This is an optimization exercise on Yosys and OpenROAD, whose aim is small area, not a production implementation. The RTL was checked by simulation tests, not by an equivalence proof against the original design. Power is estimated from default activity; no workload was simulated.

Setup of run 1:
==> module adxl_reg_shadow, before the edit <==
module adxl_reg_shadow
(
    input  logic                   CLK,
    input  logic                   RESET,
    input  logic [31:0]            wdata,
    input  logic [3:0]             wstrb,
    input  logic [3:0]             waddr,
    input  logic                   wvalid,
    input  logic [5:0]             rd_addr,
    input  logic                   clr,
    output logic [7:0]             rd_data,
    output logic                   any_dirty,
    output logic                   dirty_at
);
    logic [63:0]      we;
    logic [63:0][7:0] shadow;
    logic [63:0]      dirty;
    always_comb begin
        for (int a = 0; a < 64; a++) begin
            we[a] = adxl_pkg::UPD_MASK[a] && wvalid && wstrb[a % 4] && (waddr == 4'(a / 4));
        end
    end
    for (genvar a = 0; a < 64; a++) begin : g_byte
        if (adxl_pkg::UPD_MASK[a]) begin : g_st
            always_ff @(posedge CLK) begin
                if (we[a]) shadow[a] <= wdata[(a % 4)*8 +: 8];
            end
            always_ff @(posedge CLK) begin
                if (RESET) begin
                    dirty[a] <= 1'b0;
                end else if (we[a]) begin
                    dirty[a] <= 1'b1;
                end else if (clr && rd_addr == 6'(a)) begin
                    dirty[a] <= 1'b0;
                end
            end
        end else begin : g_none
            assign shadow[a] = 8'h00;
            assign dirty[a]  = 1'b0;
        end
    end
    assign any_dirty = |dirty;
    always_comb begin
        rd_data  = 8'h00;
        dirty_at = 1'b0;
        for (int a = 0; a < 64; a++) begin
            if (adxl_pkg::UPD_MASK[a] && rd_addr == 6'(a)) begin
                rd_data  = shadow[a];
                dirty_at = dirty[a];
            end
        end
    end
endmodule
==> module adxl_cmd_fifo, before the edit <==
module adxl_cmd_fifo
(
    input  logic       CLK,
    input  logic       RESET,
    input  logic       push,
    input  logic [1:0] wbeat,         
    input  logic [5:0] wd1,           
    input  logic [7:0] wd2,           
    input  logic [6:0] dev,           
    output logic       full,
    output logic [7:0] m_tdata,
    output logic [7:0] m_tuser,
    output logic       m_tlast,
    output logic       m_tvalid,
    input  logic       m_tready
);
    localparam int GROUPS = 6;
    logic [adxl_pkg::FIFO_DEPTH-1:0][6:0] mem;
    logic [GROUPS-1:0][5:0]               g_d1;
    logic [GROUPS-1:0][7:0]               g_d2;
    logic [adxl_pkg::FIFO_PTR_W-1:0] wptr;
    logic [adxl_pkg::FIFO_PTR_W-1:0] rptr;
    logic       last_wr;          
    logic [2:0] gw;               
    logic [2:0] gr;               
    logic [1:0] rbeat;            
    logic       same;
    logic       wr_en;
    logic       rd_en;
    logic [6:0] h_dev;
    logic [5:0] h_d1;
    logic [7:0] h_d2;
    logic       readout;
    logic       rd_cmd;
    assign same     = (wptr == rptr);
    assign full     = same && last_wr;
    assign m_tvalid = !(same && !last_wr);
    assign wr_en    = push && !full;
    assign rd_en    = m_tvalid && m_tready;
    for (genvar i = 0; i < adxl_pkg::FIFO_DEPTH; i++) begin : g_mem
        always_ff @(posedge CLK) begin
            if (wr_en && wptr == 4'(i)) mem[i] <= dev;
        end
    end
    for (genvar g = 0; g < GROUPS; g++) begin : g_grp
        always_ff @(posedge CLK) begin
            if (wr_en && wbeat == 2'd1 && gw == 3'(g)) g_d1[g] <= wd1;
            if (wr_en && wbeat == 2'd2 && gw == 3'(g)) g_d2[g] <= wd2;
        end
    end
    always_ff @(posedge CLK) begin
        if (RESET) begin
            wptr    <= '0;
            rptr    <= '0;
            last_wr <= 1'b0;
            gw      <= '0;
            gr      <= '0;
            rbeat   <= '0;
        end else begin
            if (wr_en) wptr <= wptr + 1'b1;
            if (rd_en) rptr <= rptr + 1'b1;
            if (wr_en != rd_en) last_wr <= wr_en;
            if (wr_en && wbeat == 2'd2) gw <= (gw == 3'(GROUPS - 1)) ? 3'd0 : gw + 3'd1;
            if (rd_en) begin
                if (rbeat == 2'd2) begin
                    rbeat <= 2'd0;
                    gr    <= (gr == 3'(GROUPS - 1)) ? 3'd0 : gr + 3'd1;
                end else begin
                    rbeat <= rbeat + 2'd1;
                end
            end
        end
    end
    always_comb begin
        h_dev = '0;
        for (int i = 0; i < adxl_pkg::FIFO_DEPTH; i++) begin
            h_dev = h_dev | ({7{rptr == 4'(i)}} & mem[i]);
        end
        h_d1 = '0;
        h_d2 = '0;
        for (int g = 0; g < GROUPS; g++) begin
            h_d1 = h_d1 | ({6{gr == 3'(g)}} & g_d1[g]);
            h_d2 = h_d2 | ({8{gr == 3'(g)}} & g_d2[g]);
        end
    end
    assign readout = (h_d1[5:3] == 3'd0);
    assign rd_cmd  = (rbeat == 2'd2) && readout;
    assign m_tdata = (rbeat == 2'd0) ? 8'h01 : (rbeat == 2'd1) ? {2'b00, h_d1} : h_d2;
    assign m_tuser = {h_dev, rd_cmd};
    assign m_tlast = (rbeat == 2'd2) || ((rbeat == 2'd1) && readout);
endmodule
==> module adxl_rx_capture, before the edit <==
module adxl_rx_capture
(
    input  logic        CLK,
    input  logic        arm,
    input  logic        armed,
    input  logic [7:0]  s_tdata,
    input  logic        s_tvalid,
    input  logic [3:0]  raddr,
    output logic [31:0] rdata
);
    logic [63:0][7:0] rb_mem;
    logic [5:0]       ptr;          
    logic             wr_en;
    logic             pend_v;       
    logic [7:0]       pend_d;
    logic [3:0]       raddr_q;
    assign wr_en = armed && s_tvalid;
    always_ff @(posedge CLK) begin
        if (arm) begin
            ptr <= '0;
        end else if (wr_en) begin
            ptr <= ptr + 1'b1;
        end
        pend_v  <= wr_en;
        pend_d  <= s_tdata;
        raddr_q <= raddr;
    end
    for (genvar i = 0; i < 64; i++) begin : g_rb
        always_ff @(posedge CLK) begin
            if (pend_v && ptr == 6'(i + 1)) rb_mem[i] <= pend_d;
        end
    end
    logic [15:0] rsel;
    always_comb begin
        rsel  = 16'd1 << raddr_q;
        rdata = '0;
        for (int w = 0; w < 16; w++) begin
            rdata = rdata | ({32{rsel[w]}} & {rb_mem[4*w+3], rb_mem[4*w+2], rb_mem[4*w+1], rb_mem[4*w]});
        end
    end
endmodule
Settings: LEC_CHECK=0, CAP_MARGIN=0, CORE_MARGIN=2, CORE_UTILIZATION=70, SLEW_MARGIN=0; clock period 10.0 ns.
standard.sh (not shown) runs the stock make flow with config.mk's settings and CLKGATE_MAP_FILE= SYNTH_SCRIPT=/design/flow/synth_recipe.tcl, a recipe that flattens the netlist after the stock synthesis.
==> flow/flow/run.sh <==
#!/bin/bash
# The standard layout (standard.sh), with these changes:
#  - synthesis maps the logic with ABC using an area-oriented script (flow/abc_area_map.script)
#    in place of ORFS's abc_speed.script; the rest of synthesis, and so every register, is
#    unchanged. ORFS's scripts are copied to scripts_area/ with only that file replaced.
#  - ports are buffered with the smallest buffer;
#  - clock tree synthesis clusters more sinks per leaf buffer and adds no dummy loads.
set -euo pipefail
export BUFFER_PORTS_ARGS="-buffer_cell sky130_fd_sc_hd__buf_1"
export CTS_ARGS="-sink_clustering_enable -repair_clock_nets -dont_use_dummy_load -sink_clustering_size 30 -sink_clustering_max_diameter 80 -buf_list sky130_fd_sc_hd__clkbuf_16"
rm -rf scripts_area
cp -r "$FLOW_HOME/scripts" scripts_area
cp flow/abc_area_map.script scripts_area/abc_speed.script
sed "s#^make -C #make SCRIPTS_DIR=$PWD/scripts_area -C #" standard.sh > standard_area.sh
grep -q "SCRIPTS_DIR=$PWD/scripts_area" standard_area.sh
bash standard_area.sh > standard_flow.log 2>&1
==> flow/flow/abc_area_map.script <==
&get -n
&st
&dch
&nf -R 1000 -p
&st
&syn2
&dch
&nf -R 1000 -p
&st
&dch -f
&nf -R 1000 -p
&st
&syn2
&dch
&nf -R 1000 -p
&st
&dch -f
&nf -R 1000 -p
&put
topo
stime -c
dnsize -c
Run 1 finished every step from synthesis to the final layout, and the layout passed the timing, design-rule and antenna checks.
--- input diff run 1..run 2 ---
==> flow/design.v, changed modules only <==
module adxl_reg_shadow
(
    input  logic                   CLK,
    input  logic                   RESET,
    input  logic [31:0]            wdata,
    input  logic [3:0]             wstrb,
    input  logic [3:0]             waddr,
    input  logic                   wvalid,
    input  logic [5:0]             rd_addr,
    input  logic                   clr,
    output logic [7:0]             rd_data,
    output logic                   any_dirty,
    output logic                   dirty_at
);
    logic [63:0]      we;
    logic [63:0][7:0] shadow;
    logic [63:0]      dirty;
    always_comb begin
        for (int a = 0; a < 64; a++) begin
            we[a] = adxl_pkg::UPD_MASK[a] && wvalid && wstrb[a % 4] && (waddr == 4'(a / 4));
        end
    end
    always_ff @(posedge CLK) begin
        for (int a = 0; a < 64; a++) begin
            if (adxl_pkg::UPD_MASK[a] && we[a]) shadow[a] <= wdata[(a % 4)*8 +: 8];
        end
    end
    always_ff @(posedge CLK) begin
        for (int a = 0; a < 64; a++) begin
            if (adxl_pkg::UPD_MASK[a]) begin
                if (RESET) begin
                    dirty[a] <= 1'b0;
                end else if (we[a]) begin
                    dirty[a] <= 1'b1;
                end else if (clr && rd_addr == 6'(a)) begin
                    dirty[a] <= 1'b0;
                end
            end
        end
    end
    assign any_dirty = |(dirty & adxl_pkg::UPD_MASK);
    always_comb begin
        rd_data  = 8'h00;
        dirty_at = 1'b0;
        for (int a = 0; a < 64; a++) begin
            if (adxl_pkg::UPD_MASK[a] && rd_addr == 6'(a)) begin
                rd_data  = shadow[a];
                dirty_at = dirty[a];
            end
        end
    end
endmodule
module adxl_cmd_fifo
(
    input  logic       CLK,
    input  logic       RESET,
    input  logic       push,
    input  logic [1:0] wbeat,         
    input  logic [5:0] wd1,           
    input  logic [7:0] wd2,           
    input  logic [6:0] dev,           
    output logic       full,
    output logic [7:0] m_tdata,
    output logic [7:0] m_tuser,
    output logic       m_tlast,
    output logic       m_tvalid,
    input  logic       m_tready
);
    localparam int GROUPS = 6;
    logic [adxl_pkg::FIFO_DEPTH-1:0][6:0] mem;
    logic [GROUPS-1:0][5:0]               g_d1;
    logic [GROUPS-1:0][7:0]               g_d2;
    logic [adxl_pkg::FIFO_PTR_W-1:0] wptr;
    logic [adxl_pkg::FIFO_PTR_W-1:0] rptr;
    logic       last_wr;          
    logic [2:0] gw;               
    logic [2:0] gr;               
    logic [1:0] rbeat;            
    logic       same;
    logic       wr_en;
    logic       rd_en;
    logic [6:0] h_dev;
    logic [5:0] h_d1;
    logic [7:0] h_d2;
    logic       readout;
    logic       rd_cmd;
    assign same     = (wptr == rptr);
    assign full     = same && last_wr;
    assign m_tvalid = !(same && !last_wr);
    assign wr_en    = push && !full;
    assign rd_en    = m_tvalid && m_tready;
    always_ff @(posedge CLK) begin
        for (int i = 0; i < adxl_pkg::FIFO_DEPTH; i++) begin
            if (wr_en && wptr == 4'(i)) mem[i] <= dev;
        end
        for (int g = 0; g < GROUPS; g++) begin
            if (wr_en && wbeat == 2'd1 && gw == 3'(g)) g_d1[g] <= wd1;
            if (wr_en && wbeat == 2'd2 && gw == 3'(g)) g_d2[g] <= wd2;
        end
    end
    always_ff @(posedge CLK) begin
        if (RESET) begin
            wptr    <= '0;
            rptr    <= '0;
            last_wr <= 1'b0;
            gw      <= '0;
            gr      <= '0;
            rbeat   <= '0;
        end else begin
            if (wr_en) wptr <= wptr + 1'b1;
            if (rd_en) rptr <= rptr + 1'b1;
            if (wr_en != rd_en) last_wr <= wr_en;
            if (wr_en && wbeat == 2'd2) gw <= (gw == 3'(GROUPS - 1)) ? 3'd0 : gw + 3'd1;
            if (rd_en) begin
                if (rbeat == 2'd2) begin
                    rbeat <= 2'd0;
                    gr    <= (gr == 3'(GROUPS - 1)) ? 3'd0 : gr + 3'd1;
                end else begin
                    rbeat <= rbeat + 2'd1;
                end
            end
        end
    end
    always_comb begin
        h_dev = '0;
        for (int i = 0; i < adxl_pkg::FIFO_DEPTH; i++) begin
            h_dev = h_dev | ({7{rptr == 4'(i)}} & mem[i]);
        end
        h_d1 = '0;
        h_d2 = '0;
        for (int g = 0; g < GROUPS; g++) begin
            h_d1 = h_d1 | ({6{gr == 3'(g)}} & g_d1[g]);
            h_d2 = h_d2 | ({8{gr == 3'(g)}} & g_d2[g]);
        end
    end
    assign readout = (h_d1[5:3] == 3'd0);
    assign rd_cmd  = (rbeat == 2'd2) && readout;
    assign m_tdata = (rbeat == 2'd0) ? 8'h01 : (rbeat == 2'd1) ? {2'b00, h_d1} : h_d2;
    assign m_tuser = {h_dev, rd_cmd};
    assign m_tlast = (rbeat == 2'd2) || ((rbeat == 2'd1) && readout);
endmodule
module adxl_rx_capture
(
    input  logic        CLK,
    input  logic        arm,
    input  logic        armed,
    input  logic [7:0]  s_tdata,
    input  logic        s_tvalid,
    input  logic [3:0]  raddr,
    output logic [31:0] rdata
);
    logic [63:0][7:0] rb_mem;
    logic [5:0]       ptr;          
    logic             wr_en;
    logic             pend_v;       
    logic [7:0]       pend_d;
    logic [3:0]       raddr_q;
    assign wr_en = armed && s_tvalid;
    always_ff @(posedge CLK) begin
        if (arm) begin
            ptr <= '0;
        end else if (wr_en) begin
            ptr <= ptr + 1'b1;
        end
        pend_v  <= wr_en;
        pend_d  <= s_tdata;
        raddr_q <= raddr;
    end
    always_ff @(posedge CLK) begin
        for (int i = 0; i < 64; i++) begin
            if (pend_v && ptr == 6'(i + 1)) rb_mem[i] <= pend_d;
        end
    end
    logic [15:0] rsel;
    always_comb begin
        rsel  = 16'd1 << raddr_q;
        rdata = '0;
        for (int w = 0; w < 16; w++) begin
            rdata = rdata | ({32{rsel[w]}} & {rb_mem[4*w+3], rb_mem[4*w+2], rb_mem[4*w+1], rb_mem[4*w]});
        end
    end
endmodule
### Flow results
Run 2 vs. run 1: final instance area has remained practically unchanged; pre-CTS worst setup slack has increased; die area has increased; final setup slack of the worst path has increased; worst hold slack has decreased.
The routed wire length reported for run 2 is greater than that of run 1 by 3.9 mm.
Ratio of total power to cell area shrinks slightly when moving from run 1 to run 2.
Run 2 vs run 1 — routed via count divided by cell count rose 1.5%.
Of run 2 and run 1, it is run 2 that has the higher final-stage net count.
Comparing average wire length per cell after detail routing for run 2 and run 1, the smaller number came from run 1.
Taking run 1 as the reference point, the critical path depth of run 2 falls by 13.
Delta(global-route usage, run 2 - run 1) > 0
Run 2 ended up with a higher simple-gate share of the synthesized area than run 1 did.
In the flow results for run 2 and run 1, the post-layout instance count excluding filler cells is larger on run 2.

==> static timing again, ports no longer ideal <==
The results above use ideal ports. As a check the final layouts listed here were re-extracted and re-timed, cells and wires unchanged.
Step 1 assumes that a clkbuf_16 drives the clock port and a buf_2 every other input.
Step 2 also shifts input and output timing later by t, the mid clock arrival at the registers, as if the neighbouring blocks saw the same clock.
Slacks: no drivers / after step 1 / after step 2; pairs: no drivers / after step 1.
| run | shift t [ns] | slack for setup (ns) | worst setup path after step 2 | pins driven straight from the clock port |
|---|---|---|---|---|
| run 1 | 0.651 | 4.177 / 4.177 / 4.177 | register to register | 1 |
| run 2 | 0.657 | 4.515 / 4.454 / 5.111 | register to output | 1 |
After both steps setup and hold are still met in every run listed.
